Background: an optimization exercise with open tools, aiming at small area, a short achievable clock period and few clock cycles per item. Do not read the settings as production practice.
RTL that was checked went through simulation tests only; none was proved equivalent to the original.
The RTL of run 1 was laid out without a check of its function.
Power is estimated from default activity; no workload was simulated.

## flow/design.v (module list and top-level ports; edited modules follow where they fit)
// module conv_pool: 1523 lines
module conv_pool (
	input  logic        clk,
	input  logic        rst_n,
	input  logic        enable,
	input  logic [7:0]  input_data,
	output logic        busy,
	input  logic        wb_cyc,
	input  logic        wb_stb,
	input  logic        wb_we,
	input  logic [3:0]  wb_adr,
	input  logic [7:0]  wb_dat_i,
	output logic        wb_ack,
	output logic [7:0]  wb_dat_o,
	output logic        res_wen,
	output logic [1:0]  res_addr,
	output logic [31:0] res_data,
	output logic [3:0]  res_bytemask,
	output logic        done
);
  // ...
==> flow/flow/run.sh <==
#!/bin/bash
# The standard layout, with timing repair aimed at a tighter setup margin
# than the 10 ns clock needs (the SDC and clock period are unchanged)
bash standard.sh SETUP_SLACK_MARGIN=6.8 finish > standard.log 2>&1
==> flow/standard.sh <==
#!/bin/bash
# synth_recipe.tcl (not shown) runs the flow's synth.tcl, then flattens the netlist and writes it again
# the make line also repeats each setting of config.mk as NAME=value (left out here)
make -C /OpenROAD-flow-scripts/flow DESIGN_CONFIG=/design/flow/config.mk WORK_HOME=/design/flow/orfs CLKGATE_MAP_FILE= SYNTH_SCRIPT=/design/flow/synth_recipe.tcl "${@:-finish}"
==> flow/config.mk <==
export PLATFORM = sky130hd
export DESIGN_NAME = conv_pool
export DESIGN_NICKNAME = conv_pool
export VERILOG_FILES = /design/flow/design.v
export SDC_FILE = /design/flow/constraint.sdc
export NUM_CORES = 4
export LEC_CHECK = 0
export ABC_AREA = 1
export CAP_MARGIN = 20
export CORE_MARGIN = 2
export CORE_UTILIZATION = 40
export CTS_BUF_LIST = sky130_fd_sc_hd__clkbuf_8
export CTS_CLUSTER_DIAMETER = 50
export CTS_CLUSTER_SIZE = 18
export SLEW_MARGIN = 20
==> flow/constraint.sdc <==
create_clock -name core_clock -period 10.0 [get_ports {clk}]
set_input_delay 2.0000 -clock core_clock [delete_from_list [all_inputs] [get_ports {clk}]]
set_output_delay 2.0000 -clock core_clock [all_outputs]
set_load 0.01 [all_outputs]
==> reports/metrics.cfg, run 1 <==
[layout]
top_register=sr
largest_class=multi-input combinational cells
layout.cells.non_filler=2592
n_fill_cell=4304
seq_cell_count=355
synthToLayoutAreaGrowth_pct=13.8
layout_commonest_cell=inv_1
buffer_area_share_pct=3.58

[floorplanning]
rows=78
tapCellCount=600
coreArea_um2=45300
fp.dieArea_um2=47500

[power_and_ir_drop]
p_total_w=0.00356
p_switching_w=0.00116
pwr-share-clk_pct=31.4
pg_seq_w=0.00164
seq_power_share_pct=46.1

[timing]
slew_headroom_pct=51.4
tns_ns=0
fmax_mhz=313
min_period_over_period_pct=32.0
finalCriticalPeriod_ns=3.20
finalSetupViolations=0
holdWs_ns=0.316

[grt]
grt_pass1_vias=12700
grt_max_degree=68
grt.met1_usage_pct=24.5
grt.total_usage_pct=18.5

[clocking]
cts_tree=built
clock_sinks=355
cts_made_buffers=38
cts_hold_buf=0

[min_path]
hold_depth=0
min_from=sr[11][5]

[routing]
route.met3.wl_um=2220

[synth]
ys_warn_count=4
synth-compound-area-share_pct=11.3

[worst_setup_path]
critical_path.reg2reg.endpoint=cs1_1_q[2]
worstPathCellList=inv_2, o22ai_4, xor2_2, fa_2, inv_2, a21oi_2, o21ai_1, o21ai_1, inv_1, fa_1, inv_1, fa_2, fa_1
critical_path_class=register to register

[placed_design]
dp_slack_ns=6.09
finalWeightedCongestion=0.875

[status]
outcome=complete, no violations

==> run 2, diff against run 1 <==
--- a/flow/design.v
+++ b/flow/design.v
@@ -19,19 +19,16 @@
 );
 	logic       ack_q;
 	logic [3:0] rdat_q;
 	logic [5:0] wenc [9];
 	logic [3:0] bias_q;
 	logic [2:0] shift_q;
 	logic [3:0] rdat;
 	logic       access;
-	logic       wr_q;
-	logic [3:0] wadr_q;
-	logic [3:0] wdat_q;
 	logic [5:0] wdat_enc;
 	assign access = wb_cyc && wb_stb && !ack_q;
 	function automatic logic [3:0] wdec(input logic [5:0] e);
 		wdec = {e[5], e[3] ^ e[2], e[2], e[0]};
 	endfunction
 	always_comb begin
 		rdat = 4'h0;
 		case (wb_adr)
@@ -44,43 +41,39 @@
 			4'd6: rdat = wdec(wenc[6]);
 			4'd7: rdat = wdec(wenc[7]);
 			4'd8: rdat = wdec(wenc[8]);
 			4'd9: rdat = bias_q;
 			4'd10: rdat = {1'b0, shift_q};
 			default: ;
 		endcase
 	end
-	assign wdat_enc = {wdat_q[3],
-		(wdat_q[3] & ~wdat_q[2] & ~wdat_q[1]) | (~wdat_q[3] & wdat_q[2] & wdat_q[1]),
-		wdat_q[2] ^ wdat_q[1],
-		wdat_q[1], wdat_q[1] & ~wdat_q[0], wdat_q[0]};
+	assign wdat_enc = {wb_dat_i[3],
+		(wb_dat_i[3] & ~wb_dat_i[2] & ~wb_dat_i[1]) | (~wb_dat_i[3] & wb_dat_i[2] & wb_dat_i[1]),
+		wb_dat_i[2] ^ wb_dat_i[1],
+		wb_dat_i[1], wb_dat_i[1] & ~wb_dat_i[0], wb_dat_i[0]};
 	always_ff @(posedge clk) begin
 		if (!rst_n) begin
 			for (int i = 0; i < 9; i++) wenc[i] <= 6'd0;
 			bias_q  <= 4'd0;
 			shift_q <= 3'd0;
 			ack_q   <= 1'b0;
-			wr_q    <= 1'b0;
 		end else begin
 			ack_q <= access;
-			wr_q  <= access && wb_we;
-			if (wr_q) begin
+			if (access && wb_we) begin
 				for (int i = 0; i < 9; i++) begin
-					if (wadr_q == 4'(i)) wenc[i] <= wdat_enc;
+					if (wb_adr == 4'(i)) wenc[i] <= wdat_enc;
 				end
-				if (wadr_q == 4'd9) bias_q <= wdat_q;
-				if (wadr_q == 4'd10) shift_q <= wdat_q[2:0];
+				if (wb_adr == 4'd9) bias_q <= wb_dat_i;
+				if (wb_adr == 4'd10) shift_q <= wb_dat_i[2:0];
 			end
 		end
 	end
 	always_ff @(posedge clk) begin
 		rdat_q <= rdat;
-		wadr_q <= wb_adr;
-		wdat_q <= wb_dat_i[3:0];
 	end
 	assign wb_ack   = ack_q;
 	assign wb_dat_o = {4'h0, rdat_q};
 	logic       run;
 	logic       busy_q;
 	logic [6:0] cnt;
 	logic [6:0] m;
 	logic       done_q;
@@ -1476,17 +1469,16 @@
 	always_ff @(posedge clk) begin
 		conv_q <= cs3_0 + cs3_1;
 	end
 	logic signed [14:0] sh;
 	logic signed [7:0]  q;
 	logic signed [7:0]  cm [3];    
 	logic signed [7:0]  cand;
 	logic signed [7:0]  mx;
-	logic [3:0]         ridx;      
 	logic        wen_q;
 	logic [7:0]  out_q;           
 	logic [1:0]  addr_q;
 	logic [3:0]  mask_q;
 	always_comb begin
 		sh = conv_q >>> shift_q;
 		if (sh > 15'sd127) q = 8'sd127;
 		else if (sh < -15'sd128) q = -8'sd128;
@@ -1498,26 +1490,30 @@
 	end
 	always_ff @(posedge clk) begin
 		out_q <= mx;
 		if (f_eo || f_oe) begin
 			cm[0] <= cm[1];
 			cm[1] <= cm[2];
 			cm[2] <= mx;
 		end
-		addr_q <= ridx[3:2];
-		mask_q <= ~(4'b1000 >> ridx[1:0]);
 	end
 	always_ff @(posedge clk) begin
 		if (!rst_n) begin
-			wen_q <= 1'b1;
-			ridx  <= 4'd0;
+			wen_q  <= 1'b1;
+			addr_q <= 2'd0;
+			mask_q <= 4'b0111;
 		end else begin
 			wen_q <= !f_oo;
-			if (!run) ridx <= 4'd0;
-			else if (f_oo) ridx <= ridx + 4'd1;
+			if (!run) begin
+				addr_q <= 2'd0;
+				mask_q <= 4'b0111;
+			end else if (!wen_q) begin
+				mask_q <= {mask_q[0], mask_q[3:1]};
+				if (!mask_q[0]) addr_q <= addr_q + 2'd1;
+			end
 		end
 	end
 	assign res_wen      = wen_q;
 	assign res_addr     = addr_q;
 	assign res_data     = {4{out_q}};
 	assign res_bytemask = mask_q;
 endmodule
==> reports/metrics.cfg, run 2 <==
[status]
outcome=complete, no violations

[worst_setup_path]
worstPathMaxFanout=4
critical_path.reg2reg.endpoint=cs1_1_q[2]
cp_slowest_cell=fa_2
rr_worst_depth=13
crit_top_cell=fa_2
cp.required_ns=10.45
crit_start=wenc[3][0]
crit_path_end=cs1_1_q[2]
worstReg2RegStart=wenc[3][0]
crit_path_start_kind=register
critical_path_class=register to register
crit_arrival_ns=3.69
rrSetupSlack_ns=6.76
critPathCaptureType=register
worstPathCellList=inv_4, o22ai_4, xor2_2, fa_2, inv_2, a21oi_2, o21ai_1, o21ai_1, inv_1, fa_2, inv_2, fa_2, fa_1
slowest_delay_ns=0.54

[layout]
layout.cells.non_filler=2553  ; -1.5%
final_cell_mix=inv_1, dfxtp_1, nand2_1, xor2_1, fa_1
largest_reg_flops=128
n_fill_cell=4253  ; -1.2%
layout_commonest_cell=inv_1
drive_gt1_share_pct=15.5
top_register=sr
synthToLayoutAreaGrowth_pct=14.3
num_antenna_cells=0
final_util_pct=46.2
final_nets=2187
reg_top3=sr: 128 flops, wenc: 54 flops, cm: 24 flops

[routing]
drc_errors=0
dr_total_vias=12600
final_antenna_net_count=0
detail_route.wl_per_cell_um=16.6
firstDrtPassIters=5
drt_iter0_drc=926
viasPerCell=4.92
wirelength_um=42400

[floorplanning]
die_x_um=215
fp.dieArea_um2=46300  ; -2.4%
rows=77  ; -1.3%
coreArea_um2=44100  ; -2.6%
io_pins=76
die_h_um=215
start_util_pct=40.4

[clocking]
cts_tree=built
ctsLongestPathBuffers=3
clk_pin_slew_ns=0.10
cts_max_level=2
clock_sinks=342  ; -3.7%
cts_hold_buf=0  ; unchanged
root_buffer=clkbuf_8
clk_latency_ns=0.59
cts_made_buffers=37  ; -2.6%

[synth]
synthFlopType=dfxtp_1
synth_top_area_share_pct=35.7
ys_ff_latch=342
synthTopCellsByArea=dfxtp_1, fa_1, xor2_1
netlist.top_cell.by_area=dfxtp_1
synthTopCellsByCount=inv_1, dfxtp_1, nand2_1
synth_area_per_cell_um2=9.59
syn_area_um2=17800
synth_most_common_cell=inv_1
synthCells=1861
synth_cell_type_count=45
seq_area_frac_synth_pct=39.7
synth_edf_count=24
ys_async_sr_fraction_pct=0
ys_warn_count=4  ; unchanged

[grt]
antenna_found_initial=0
grt_max_degree=68  ; unchanged
grt_pass1_vias=12700  ; -0.28%
grt-ovfl-total=0
grt.total_usage_pct=18.3  ; -0.18 points
grt_pass1_wl_um=67300

[min_path]
min_path_type=register to register

[timing]
rsz0062_at_grt=yes
drv_slew=0
finalCriticalPeriod_ns=3.24  ; +0.0475 ns
slew_headroom_pct=56.5  ; +5.1 points
skew_ns=0.0384
fmax_mhz=308  ; -1.5%
min_period_over_period_pct=32.4  ; +0.48 points
tns_ns=0  ; unchanged
holdWs_ns=0.328  ; +0.0120 ns
setup_ws_ns=6.76
tightest_slew_ns=0.651
final-hold-violation-count=0
finalSetupViolations=0  ; unchanged

[power_and_ir_drop]
power.internal_w=0.00239
pwr-share-clk_pct=28.8  ; -2.6 points
peakVddDrop_uv=82.7
p_comb_share_pct=26.6
cellLeakagePower_nw=9.13
p_switching_w=0.00123  ; +6.7%
swShare_pct=34.1
seq_power_share_pct=44.6  ; -1.5 points
power_density_nw_per_um2=178

[placed_design]
hpwl_um=32200
dp_slack_ns=5.56  ; -0.539 ns
numPlacedInstances=2456
port_buffers=67
finalWeightedCongestion=0.863  ; -1.4%

[run]
cap_violations=0

==> run 2: cell count changes in the layout (fill, tap and decap cells not counted), sizes merged, moves of 6 or more <==
cell	change
clkdlybuf4s15	+18
inv	-11
or2	+6
nand2	-12
nand3	+11
a31oi	-6
dfxtp	-13
buf	-11
==> run 2: stage by stage <==
stage / total power, W / instance area [µm²]
2_1_floorplan: 0.00230 / 17900
3_3_place_gp: 0.00257 / 18900
3_5_place_dp: 0.00259 / 18900
4_1_cts: 0.00361 / 20000
5_1_grt: 0.00386 / 20400
6_report: 0.00362 / 20400
==> run 2: final cells by class <==
cell class	count	area (µm²)	area share, %
inverter	355	1370	6.73
sequential	342	7210	35.3
timing repair buffer	98	823	4.04
timing repair inverter	1	7.51	0.0368
clock inverter	30	342	1.68
clock buffer	37	509	2.50
multi-input combinational	1098	9390	46.0
tap	592	741	3.63
==> run 2: kinds of logic after synthesis <==
kind of cell	after synthesis	synth area share [%]
XOR/XNOR	177	8.69
flip-flops	342	39.7
buffers and inverters	424	9.76
multiplexers	4	0.224
AND/OR/NAND/NOR	324	7.72
other	1	0.0210
adder cells (fa/ha/maj)	228	22.3
AO/OA/AOI/OAI	361	11.5
==> run 2: power groups by stage <==
stage	clock network [W]	logic, W	registers, W
final	0.00104	0.000963	0.00162
after global routing	0.00113	0.00109	0.00163
after CTS	0.00107	0.000920	0.00162
after detailed placement	0	0.000939	0.00165
after global placement	0	0.000930	0.00164
after floorplan	0	0.000686	0.00162
==> run 2: timing repair <==
item                                    in CTS  in global routing
buffers inserted                            10                 19
gates resized for setup                    247                105
endpoints found under the hold margin        0                  0
endpoints found under the setup margin     169                 89
cloned                                       0                  1
pin swaps                                   11                 25
==> run 2: how the worst min path moves through the flow <==
| stage | slack [ns] | from | depth (start not counted) | endpoint |
|---|---|---|---|---|
| 6_report | 0.33 | sr[12][2] | 0 | sr[13][2] |
| 5_1_grt | 0.33 | cs1_0_q[13] | 0 | cs2_1_q[13] |
| 4_1_cts | 0.33 | sr[3][0] | 0 | sr[4][0] |
| 3_5_place_dp | 0.31 | sr[9][2] | 0 | sr[10][2] |
| 3_3_place_gp | 0.31 | sr[11][7] | 0 | sr[12][7] |
| 2_1_floorplan | 0.31 | cs1_0_q[13] | 0 | cs2_1_q[13] |
==> run 2: metal layers <==
layer / vias to the layer above / global-route usage [%] / share of wire, %
met5: - / 0 / 0
met1: 6067 / 25.1 / 46
met2: 334 / 29.6 / 46
met3: 75 / 2.87 / 5.0
li1: 6096 / - / -
met4: 0 / 6.02 / 2.8
==> run 2: critical path, delay by kind of cell (launching register included) <==
| family | cells | cell delay [ns] |
|---|---|---|
| AO/OA/AOI/OAI | 4 | 0.32 |
| XOR/XNOR | 1 | 0.16 |
| adder cells (fa/ha/maj) | 4 | 2.01 |
| buffers and inverters | 4 | 0.25 |
| flip-flops | 1 | 0.37 |
Testbench counts of run 2, summed over its fixed seeds: cycles 4,416, images 64.
==> run 3, diff against run 2 <==
--- a/flow/config.mk
+++ b/flow/config.mk
@@ -8,7 +8,7 @@
 export ABC_AREA = 1
 export CAP_MARGIN = 20
 export CORE_MARGIN = 2
-export CORE_UTILIZATION = 40
+export CORE_UTILIZATION = 55
 export CTS_BUF_LIST = sky130_fd_sc_hd__clkbuf_8
 export CTS_CLUSTER_DIAMETER = 50
 export CTS_CLUSTER_SIZE = 18
==> reports/metrics.cfg, run 3 <==
[grt]
antenna_found_initial=0  ; unchanged
grt_util_met3_pct=3.08  ; +0.21 points
grt_max_degree=68  ; unchanged
grt.total_usage_pct=25.6  ; +7.3 points
grtUsageMet2_pct=41.0  ; +11 points
grt_pass1_vias=12400  ; -2.4%
grt.met1_usage_pct=36.4  ; +11 points
grt-busiest-layer=met2
grt-ovfl-total=0  ; unchanged
grt_pass1_wl_um=67200  ; -0.24%

[layout]
num_antenna_cells=0  ; unchanged
final_nets=2190  ; +0.14%
drive_gt1_share_pct=15.1  ; -0.42 points
synthToLayoutAreaGrowth_pct=13.0
largest_reg_flops=128  ; unchanged
multiInputGateArea_um2=9400  ; +0.17%
layout_commonest_cell=inv_1
ff_latch_area_um2=7190  ; -0.19%
reg_top3=sr: 128 flops, wenc: 54 flops, cm: 24 flops
top_register=sr
final_cell_mix=inv_1, dfxtp_1, nand2_1, xor2_1, fa_1
n_fill_cell=2713  ; -36%

[synth]
synth_edf_count=24  ; unchanged
ys_async_sr_fraction_pct=0  ; unchanged
synthTopCellsByArea=dfxtp_1, fa_1, xor2_1
synth_top_area_share_pct=35.7  ; unchanged
synth-simple-area-share_pct=7.72  ; unchanged
syn_area_um2=17800  ; unchanged
synth_most_common_cell=inv_1
ys_ff_latch=342  ; unchanged
seq_area_frac_synth_pct=39.7  ; unchanged
synth_area_per_cell_um2=9.59  ; unchanged
synthMuxAreaShare_pct=0.224  ; unchanged
ys_warn_count=4  ; unchanged
synthFlopType=dfxtp_1
synthCells=1861  ; unchanged
synth_top_family_by_area=adder cells
synth_cell_type_count=45  ; unchanged
netlist.top_cell.by_area=dfxtp_1
yosys.area_share.adder_pct=22.3  ; unchanged
synth_xor_xnor_area_share_pct=8.69  ; unchanged
synthTopCellsByCount=inv_1, dfxtp_1, nand2_1
synth-compound-area-share_pct=11.5  ; unchanged

[placed_design]
finalWeightedCongestion=0.909  ; +5.3%
hpwl_um=32000  ; -0.60%
port_buffers=67  ; unchanged
dp_slack_ns=5.61  ; +0.0546 ns

[worst_setup_path]
cp_slowest_cell=fa_2
path_depth=12  ; -1
worstPathMaxFanout=5  ; +1
critical_path_class=register to register
crit_top_cell=fa_2
critPathCaptureType=register
worstPathCellList=o22ai_4, xor2_2, fa_2, inv_2, a21oi_2, o21ai_1, o21ai_1, inv_1, fa_2, inv_2, fa_2, fa_1
rr_worst_depth=12  ; -1
crit_arrival_ns=3.74  ; +0.05 ns
crit_path_start_kind=register
cp.required_ns=10.45  ; about the same
slowest_delay_ns=0.55  ; about the same
cp.buffers_inverters=3  ; -1
cp_top_family=adder cells

[timing]
tns_ns=0  ; unchanged
final-hold-violation-count=0  ; unchanged
holdWs_ns=0.329  ; +0.000811 ns
finalSetupViolations=0  ; unchanged
slew_headroom_pct=53.4  ; -3.1 points
setup_ws_ns=6.71  ; -0.0445 ns
drv_slew=0  ; unchanged
finalCriticalPeriod_ns=3.29  ; +0.0445 ns
min_period_over_period_pct=32.9  ; +0.44 points
skew_ns=0.0375  ; -0.000944 ns
fmax_mhz=304  ; -1.4%
tightest_slew_ns=0.697  ; +0.0461 ns
rsz0062_at_grt=yes

[power_and_ir_drop]
p_total_w=0.00361  ; -0.31%
power_density_nw_per_um2=179  ; +0.83%
cellLeakagePower_nw=9.14  ; +0.11%
peakVddDrop_uv=142  ; +71%

[routing]
detail_route.wl_per_cell_um=18.0  ; +8.5%
wirelength_um=42600  ; +0.44%
dr_total_vias=12600  ; +0.47%
drt_iter0_drc=735  ; -21%
drc_errors=0  ; unchanged
viasPerCell=5.34  ; +8.5%
firstDrtPassIters=5  ; unchanged
final_antenna_net_count=0  ; unchanged

[floorplanning]
rows=65  ; -16%
io_pins=76  ; unchanged
start_util_pct=56.3  ; +16 points
die_h_um=184  ; -14%
die_x_um=184  ; -14%
fp.dieArea_um2=33900  ; -27%
coreArea_um2=31700  ; -28%

[status]
outcome=complete, no violations

[clocking]
ctsLongestPathBuffers=3  ; unchanged
cts_tree=built
clk_latency_ns=0.58  ; about the same
clk_pin_slew_ns=0.10  ; about the same
cts_made_buffers=37  ; unchanged
cts_max_level=2  ; unchanged
clock_sinks=342  ; unchanged
root_buffer=clkbuf_8

[min_path]
hold_depth=0  ; unchanged
min_path_type=register to register

[run]
cap_violations=0  ; unchanged

run 3: worst reg2reg max path, delay by kind of cell (launching register included):
kind | cells | cell delay, ns
AOI/OAI and AO/OA | 4 | 0.37
xor gates and xnor gates | 1 | 0.16
adders and majority gates | 4 | 2.05
buffers and inverters | 3 | 0.16
DFF | 1 | 0.44
run 3: layout make-up:
cell class	count	area share (%)
inverters	355	6.87
repair buffers	101	4.16
flip-flops and latches	342	35.7
repair inverters	1	0.0372
well taps	402	2.50
multi-input cells	1098	46.6
clock inverters	26	1.45
clock buffers	39	2.66
run 3: repair_timing:
action / 4_1_cts / 5_1_grt
resized for setup: 174 / 145
cloned: 0 / 1
buffers inserted: 9 / 24
setup endpoints to repair: 176 / 119
pin swaps: 11 / 27
hold buffers: 0 / 0
run 3: routing by layer:
layer	vias up	share of wire [%]
met5	-	0
met4	0	3.2
met2	311	46
met3	82	4.3
met1	6136	47
li1	6102	-
run 3: power by group:
| group | internal (W) | switching, W | leakage (nW) |
|---|---|---|---|
| clock network | 0.000431 | 0.000567 | 0.412 |
| logic | 0.000399 | 0.000590 | 5.86 |
| registers | 0.00152 | 0.0000971 | 2.86 |
run 3: logic make-up (layout without fill, tap and decap cells):
family | after synthesis | in the layout
compound gates | 361 | 361
xor+xnor | 177 | 177
fa+ha+maj | 228 | 228
buf+inv | 424 | 522
flops | 342 | 342
mux | 4 | 4
other cells | 1 | 4
simple gates | 324 | 324
run 3: stage by stage:
step	utilization, %	instance area, µm²	cells
after floorplan	-	17900	1864
after global placement	58.7	18600	2265
after detailed placement	58.7	18600	2265
after CTS	62.1	19700	2339
after global routing	63.6	20200	2364
final	63.6	20200	2364
run 3: path summary, 6_finish.rpt:
path	slack, ns	startpoint	to
worst min register to register	0.33	sr[4][7]	sr[5][7]
worst max-delay path	6.71	sr[8][2]	cs1_1_q[2]
worst min-delay path	0.33	sr[4][7]	sr[5][7]
worst max register to register	6.71	sr[8][2]	cs1_1_q[2]
==> run 4, diff against run 3 <==
==> flow/flow/run.sh (replaced) <==
#!/bin/bash
# The standard layout, with timing repair aimed at a tighter setup margin
# than the 10 ns clock needs (the SDC and clock period are unchanged)
bash standard.sh SETUP_SLACK_MARGIN=6.8 RECOVER_POWER=100 finish > standard.log 2>&1
--- a/flow/config.mk
+++ b/flow/config.mk
@@ -8,7 +8,7 @@
 export ABC_AREA = 1
 export CAP_MARGIN = 20
 export CORE_MARGIN = 2
-export CORE_UTILIZATION = 55
+export CORE_UTILIZATION = 40
 export CTS_BUF_LIST = sky130_fd_sc_hd__clkbuf_8
 export CTS_CLUSTER_DIAMETER = 50
 export CTS_CLUSTER_SIZE = 18
==> reports/metrics.cfg, run 4 <==
[clocking]
clk_pin_slew_ns=0.10  ; about the same
clock_sinks=342  ; unchanged
ctsLongestPathBuffers=3  ; unchanged
root_buffer=clkbuf_8
cts_tree=built
cts_made_buffers=37  ; unchanged
clk_latency_ns=0.59  ; about the same
cts_max_level=2  ; unchanged

[grt]
grt_pass1_vias=12700  ; +2.5%
grt_pass1_wl_um=67300  ; +0.24%
antenna_found_initial=1  ; +1
grt.total_usage_pct=18.3  ; -7.3 points
grt-ovfl-total=0  ; unchanged
grt_max_degree=68  ; unchanged

[layout]
reg_top3=sr: 128 flops, wenc: 54 flops, cm: 24 flops
drive_gt1_share_pct=11.2  ; -3.9 points
top_register=sr
largest_reg_flops=128  ; unchanged
final_cell_mix=inv_1, dfxtp_1, nand2_1, xor2_1, fa_1
final_area_um2=20100  ; about the same
synthToLayoutAreaGrowth_pct=12.9  ; about the same
layout_commonest_cell=inv_1
final_nets=2187  ; -0.14%

[synth]
synthTopCellsByArea=dfxtp_1, fa_1, xor2_1
synth_most_common_cell=inv_1
synthCells=1861  ; unchanged
seq_area_frac_synth_pct=39.7  ; unchanged
synth_top_area_share_pct=35.7  ; unchanged
synth_xor_xnor_area_share_pct=8.69  ; unchanged
synthMuxAreaShare_pct=0.224  ; unchanged
ys_ff_latch=342  ; unchanged
netlist.top_cell.by_area=dfxtp_1
synthTopCellsByCount=inv_1, dfxtp_1, nand2_1
ys_warn_count=4  ; unchanged
synth_edf_count=24  ; unchanged
synthFlopType=dfxtp_1
synth_area_per_cell_um2=9.59  ; unchanged
synth_top_family_by_area=adder cells
yosys.area_share.adder_pct=22.3  ; unchanged
ys_async_sr_fraction_pct=0  ; unchanged
synth-compound-area-share_pct=11.5  ; unchanged
syn_area_um2=17800  ; unchanged
synth_cell_type_count=45  ; unchanged
synth-simple-area-share_pct=7.72  ; unchanged

[worst_setup_path]
cp_top_family=buffers and inverters
crit_path_start_kind=primary input
crit_arrival_ns=5.39  ; +1.65 ns
worstReg2RegStart=shift_q[0]
crit_start=rst_n
critical_path_class=primary input to register
cp.required_ns=10.51  ; +0.06 ns
critPathCaptureType=register
cp_slowest_cell=clkbuf_1
cp.buffers_inverters=3  ; unchanged
worstPathMaxFanout=67  ; +62
worstPathCellList=buf_2, clkbuf_1, nand2_1, inv_1, o21ai_0, a21oi_1
slowest_delay_ns=1.94  ; +1.39 ns

[placed_design]
finalWeightedCongestion=0.863  ; -5.1%
port_buffers=67  ; unchanged
dpl_cell_area_um2=18900  ; +1.3%
hpwl_um=32200  ; +0.60%

[routing]
drt_iter0_drc=875  ; +19%
dr_total_vias=12500  ; -1.1%
wirelength_um=42500  ; -0.21%
final_antenna_net_count=0  ; unchanged
firstDrtPassIters=5  ; unchanged
viasPerCell=4.89  ; -8.5%
detail_route.wl_per_cell_um=16.6  ; -7.7%
drc_errors=0  ; unchanged

[power_and_ir_drop]
p_total_w=0.00359  ; -0.53%
power_density_nw_per_um2=178  ; -0.44%
cellLeakagePower_nw=9.01  ; -1.4%
peakVddDrop_uv=80.8  ; -43%

[floorplanning]
coreArea_um2=44100  ; +39%
io_pins=76  ; unchanged
die_h_um=215  ; +17%
fp.dieArea_um2=46300  ; +37%
start_util_pct=40.4  ; -16 points
rows=77  ; +18%
die_x_um=215  ; +17%

[timing]
skew_ns=0.0396  ; +0.00208 ns
final-hold-violation-count=0  ; unchanged
drv_slew=93  ; +93
finalSetupViolations=0  ; unchanged
slew_headroom_pct=-83.8  ; -140 points
rsz0062_at_grt=yes
min_period_over_period_pct=48.8  ; +16 points
tns_ns=0  ; unchanged
fmax_mhz=205  ; -33%
tightest_slew_ns=2.76  ; +2.06 ns
finalCriticalPeriod_ns=4.88  ; +1.60 ns

[min_path]
min_from=sr[12][2]
min_path_type=register to register

[status]
outcome=finished with violations
violations=max-capacitance violations, max-slew violations

[run]
cap_violations=2  ; +2

==> run 4: cell count changes in the layout (fill, tap and decap cells not counted), sizes merged, moves of 3 or more <==
cell,previous run,this run
clkinv,23,18
clkdlybuf4s15,18,6
buf,39,33
dlygate4sd3,0,9
clkdlybuf4s50,18,9
dlygate4sd2,5,2
clkinvlp,7,10
clkdlybuf4s25,0,13
inv,351,355
clkbuf,59,63
==> run 4: routing by layer <==
layer	GRT usage (%)	up-vias	share of wire, %
met5	0	-	0
met4	6.02	0	2.7
met3	2.87	70	5.2
met2	29.6	332	46
met1	25.1	5998	46
li1	-	6089	-
==> run 4: cell type report <==
cell class | instances | area, µm²
Inverter | 355 | 1360
Timing Repair Buffer | 98 | 763
Timing Repair inverter | 1 | 5.00
Tap cell | 592 | 741
Clock buffer | 37 | 509
Fill cell | 4309 | 24000
Clock inverter | 30 | 342
Sequential cell | 342 | 7130
Multi-Input combinational cell | 1098 | 9280
Antenna cell | 2 | 5.00
==> run 4: worst paths after layout <==
| check | cells past startpoint | slack, ns | end |
|---|---|---|---|
| worst max-delay path | 6 | 5.12 | cnt[3] |
| worst min-delay path | 0 | 0.32 | sr[13][2] |
| worst max register to register | 21 | 6.21 | cm[2][7] |
| worst min register to register | 0 | 0.32 | sr[13][2] |
==> run 4: where the power goes <==
group / switching (W) / internal [W] / leakage [nW]
Combinational: 0.000567 / 0.000372 / 5.73
Sequential: 0.0000912 / 0.00152 / 2.86
Clock: 0.000572 / 0.000468 / 0.424
==> run 4: cell families after synthesis <==
| family | after synthesis |
|---|---|
| xor gates and xnor gates | 177 |
| and+or+nand+nor | 324 |
| buffers and inverters | 424 |
| AOI/OAI and AO/OA | 361 |
| other | 1 |
| DFF | 342 |
| adders and majority gates | 228 |
| muxes | 4 |
==> run 4: metrics by stage <==
step / hold WS [ns] / worst slack, ns / util, % / std cells
after CTS: 0.329 / 6.75 / 45.2 / 2533
final: 0.325 / 5.12 / 45.6 / 2555
after detailed placement: 0.312 / 5.56 / 42.8 / 2456
after floorplan: 0.310 / 6.86 / - / 1864
after global placement: 0.311 / 5.60 / 42.8 / 2456
after global routing: 0.326 / 4.78 / 45.6 / 2553
==> run 4: timing repair <==
item / CTS / global route
setup endpoints to repair: 169 / 89
pin swaps: 11 / 25
buffers inserted: 10 / 19
cloned: 0 / 1
hold buffers: 0 / 0
resized for setup: 247 / 105
==> run 4: worst register-to-register path, delay by kind of cell, from the launching register on <==
kind            cells  cell delay [ns]
flops               1             0.46
buf+inv             3             0.96
compound gates      4             0.45
simple gates       13             1.32
fa+ha+maj           1             0.31
==> run 5, diff against run 4 <==
==> flow/flow/run.sh (replaced) <==
#!/bin/bash
# The standard layout, with timing repair aimed at a tighter setup margin
# than the 10 ns clock needs (the SDC and clock period are unchanged), and
# the smallest plain buffer on each port
bash standard.sh SETUP_SLACK_MARGIN=6.8 "BUFFER_PORTS_ARGS=-buffer_cell sky130_fd_sc_hd__buf_1" finish > standard.log 2>&1
==> reports/metrics.cfg, run 5 <==
[clocking]
root_buffer=clkbuf_8
cts_hold_buf=0  ; unchanged
cts_made_buffers=37  ; unchanged
clock_sinks=342  ; unchanged
clk_pin_slew_ns=0.10  ; about the same
cts_max_level=2  ; unchanged
clk_latency_ns=0.62  ; +0.03 ns
cts_tree=built
ctsLongestPathBuffers=3  ; unchanged

[worst_setup_path]
worstPathCellList=inv_4, o22ai_4, xor2_2, fa_2, inv_2, a21oi_1, o21ai_1, o21ai_1, inv_1, fa_2, inv_2, fa_2, fa_1
cp_top_family=adder cells
critPathCaptureType=register
cp_slowest_cell=fa_2
crit_start=wenc[3][1]
crit_top_cell=fa_2
cp.buffers_inverters=4  ; +1
worstReg2RegStart=wenc[3][1]
worstPathMaxFanout=4  ; -94%
slowest_delay_ns=0.53  ; -1.41 ns
crit_arrival_ns=3.72  ; -1.67 ns
critical_path_class=register to register
crit_path_start_kind=register
cp.required_ns=10.48  ; -0.03 ns

[routing]
dr_total_vias=12600  ; +0.64%
drt_iter0_drc=937  ; +7.1%
final_antenna_net_count=0  ; unchanged
viasPerCell=4.93  ; +0.96%
firstDrtPassIters=9  ; +4
detail_route.wl_per_cell_um=16.7  ; +0.18%
wirelength_um=42400  ; -0.13%
drc_errors=0  ; unchanged

[synth]
seq_area_frac_synth_pct=39.7  ; unchanged
synth_edf_count=24  ; unchanged
synthFlopType=dfxtp_1
synthTopCellsByCount=inv_1, dfxtp_1, nand2_1
ys_async_sr_fraction_pct=0  ; unchanged
ys_ff_latch=342  ; unchanged
synth_most_common_cell=inv_1
synthCells=1861  ; unchanged
ys_warn_count=4  ; unchanged
syn_area_um2=17800  ; unchanged
synth-simple-area-share_pct=7.72  ; unchanged
yosys.area_share.adder_pct=22.3  ; unchanged
synthMuxAreaShare_pct=0.224  ; unchanged
netlist.top_cell.by_area=dfxtp_1
synth_top_area_share_pct=35.7  ; unchanged
synth-compound-area-share_pct=11.5  ; unchanged
synth_xor_xnor_area_share_pct=8.69  ; unchanged
synth_top_family_by_area=adder cells
synthTopCellsByArea=dfxtp_1, fa_1, xor2_1
synth_cell_type_count=45  ; unchanged
synth_area_per_cell_um2=9.59  ; unchanged

[timing]
tns_ns=0  ; unchanged
finalCriticalPeriod_ns=3.24  ; -1.64 ns
drv_slew=0  ; -100%
min_period_over_period_pct=32.4  ; -16 points
final-hold-violation-count=0  ; unchanged
rsz0062_at_grt=yes
slew_headroom_pct=52.7  ; +140 points
finalSetupViolations=0  ; unchanged
skew_ns=0.0337  ; -0.00586 ns
tightest_slew_ns=0.709  ; -2.05 ns
fmax_mhz=308  ; +51%

[grt]
grt_pass1_vias=12600  ; -0.47%
grt.total_usage_pct=18.4  ; +0.12 points
grt-ovfl-total=0  ; unchanged
grt_max_degree=68  ; unchanged
antenna_found_initial=2  ; +1
grt_pass1_wl_um=67300  ; about the same

[power_and_ir_drop]
power.internal_w=0.00233  ; -1.1%
p_total_w=0.00359  ; about the same
p_switching_w=0.00126  ; +2.2%
power_density_nw_per_um2=180  ; +1.0%
peakVddDrop_uv=101  ; +25%
seq_power_share_pct=44.9  ; about the same
swShare_pct=35.0  ; +0.75 points
cellLeakagePower_nw=8.97  ; -0.46%
p_comb_share_pct=25.9  ; -0.3 points
pwr-share-clk_pct=29.2  ; +0.2 points

[floorplanning]
fp.dieArea_um2=46300  ; unchanged
coreArea_um2=44100  ; unchanged
start_util_pct=40.4  ; unchanged
rows=77  ; unchanged
die_h_um=215  ; unchanged
die_x_um=215  ; unchanged
io_pins=76  ; unchanged

[layout]
layout.cells.non_filler=2547  ; -0.31%
synthToLayoutAreaGrowth_pct=11.8
drive_gt1_share_pct=14.0  ; +2.8 points
largest_reg_flops=128  ; unchanged
final_cell_mix=inv_1, dfxtp_1, nand2_1, xor2_1, fa_1
num_antenna_cells=0  ; -2
layout_commonest_cell=inv_1
reg_top3=sr: 128 flops, wenc: 54 flops, cm: 24 flops
final_nets=2181  ; -0.27%
top_register=sr

[status]
outcome=complete, no violations

[placed_design]
port_buffers=67  ; unchanged
finalWeightedCongestion=0.872  ; +1.0%
numPlacedInstances=2456  ; unchanged
hpwl_um=32000  ; -0.45%

[run]
cap_violations=0  ; -2

[min_path]
min_path_type=register to register
min_from=sr[2][6]

run 5: cell counts after synthesis:
No cell type changed its count.
run 5: repair_timing:
| item | in CTS | in global routing |
|---|---|---|
| gates cloned | 0 | 1 |
| pin swaps | 10 | 34 |
| endpoints found under the setup margin | 110 | 86 |
| setup buffers | 5 | 18 |
| gates resized for setup | 86 | 108 |
run 5: final cells by class:
class / count / area [µm²]
flip-flops and latches: 342 / 7190
well taps: 592 / 741
repair buffers: 92 / 492
clock buffers: 40 / 551
repair inverters: 1 / 7.51
inverters: 355 / 1380
multi-input cells: 1098 / 9280
clock inverters: 27 / 307
fillers: 4228 / 24200
run 5: cells by family after synthesis:
| group | after synthesis |
|---|---|
| other cells | 1 |
| fa+ha+maj | 228 |
| xor+xnor | 177 |
| compound gates | 361 |
| mux | 4 |
| flops | 342 |
| simple gates | 324 |
| buf+inv | 424 |
run 5: worst paths after layout:
path,slack (ns),to,cells after the start
max,6.76,cs1_1_q[2],13
min,0.32,sr[3][6],0
max reg2reg,6.76,cs1_1_q[2],13
min reg2reg,0.32,sr[3][6],0
run 5: worst reg2reg max path, cell delays in order (launching register included):
cell,delay (ns)
dfxtp_2,0.36
inv_4,0.04
o22ai_4,0.16
xor2_2,0.10
fa_2,0.54
inv_2,0.05
a21oi_1,0.10
o21ai_1,0.07
o21ai_1,0.08
inv_1,0.09
fa_2,0.53
inv_2,0.04
fa_2,0.53
fa_1,0.41
run 5: through the flow:
stage / area (µm²) / hold slack (ns) / util [%] / setup slack, ns
after floorplan: 17900 / 0.310 / - / 6.86
after global placement: 18500 / 0.310 / 41.8 / 5.98
after detailed placement: 18500 / 0.312 / 41.8 / 5.95
after CTS: 19500 / 0.323 / 44.2 / 6.73
after global routing: 19900 / 0.322 / 45.2 / 6.65
final: 19900 / 0.317 / 45.2 / 6.76
run 5: metal layers:
metal / track usage [%] / wire (µm)
met1: 24.6 / 19000
met2: 29.6 / 19600
met3: 3.62 / 2320
met4: 6.80 / 1500
met5: 0 / 29
run 5: power groups by stage:
stage,registers (W),clock network [W],logic (W)
3_3_place_gp,0.00164,0,0.000848
3_5_place_dp,0.00164,0,0.000858
4_1_cts,0.00161,0.00108,0.000876
6_report,0.00161,0.00105,0.000931
2_1_floorplan,0.00162,0,0.000686
5_1_grt,0.00163,0.00114,0.00106

==> afterwards: timing with drivers on the ports <==
The flow's constraints put no driver on any port. The routed layouts listed below were extracted and timed again, unchanged, in two steps.
Step 1, drivers: a clkbuf_16 drives clk and a buf_2 each remaining input, both assumed.
Step 2, shift: input delay + t, output delay - t, t = (earliest + latest rising clock arrival at the registers) / 2. This alone moves slack from input paths to output paths.
Slacks: ideal ports / drivers / drivers and shift; pairs: ideal ports / drivers.
run	shift t [ns]	setup WS [ns]	worst setup path after step 2	clock arrival spread, ns	worst register clock-pin slew, ns
run 1	0.677	6.805 / 6.779 / 6.170	input to register	0.051 / 0.051	0.11 / 0.11
run 2	0.619	6.757 / 6.757 / 6.219	input to register	0.039 / 0.040	0.11 / 0.11
run 3	0.609	6.713 / 6.713 / 6.248	input to register	0.041 / 0.041	0.11 / 0.11
run 4	0.619	5.116 / 5.144 / 4.525	input to register	0.040 / 0.040	0.11 / 0.11
run 5	0.654	6.757 / 6.757 / 6.298	input to register	0.038 / 0.038	0.11 / 0.11
The setup slack of run 1, which loses most, moves by -0.026 ns with the drivers and by -0.635 ns with both steps.
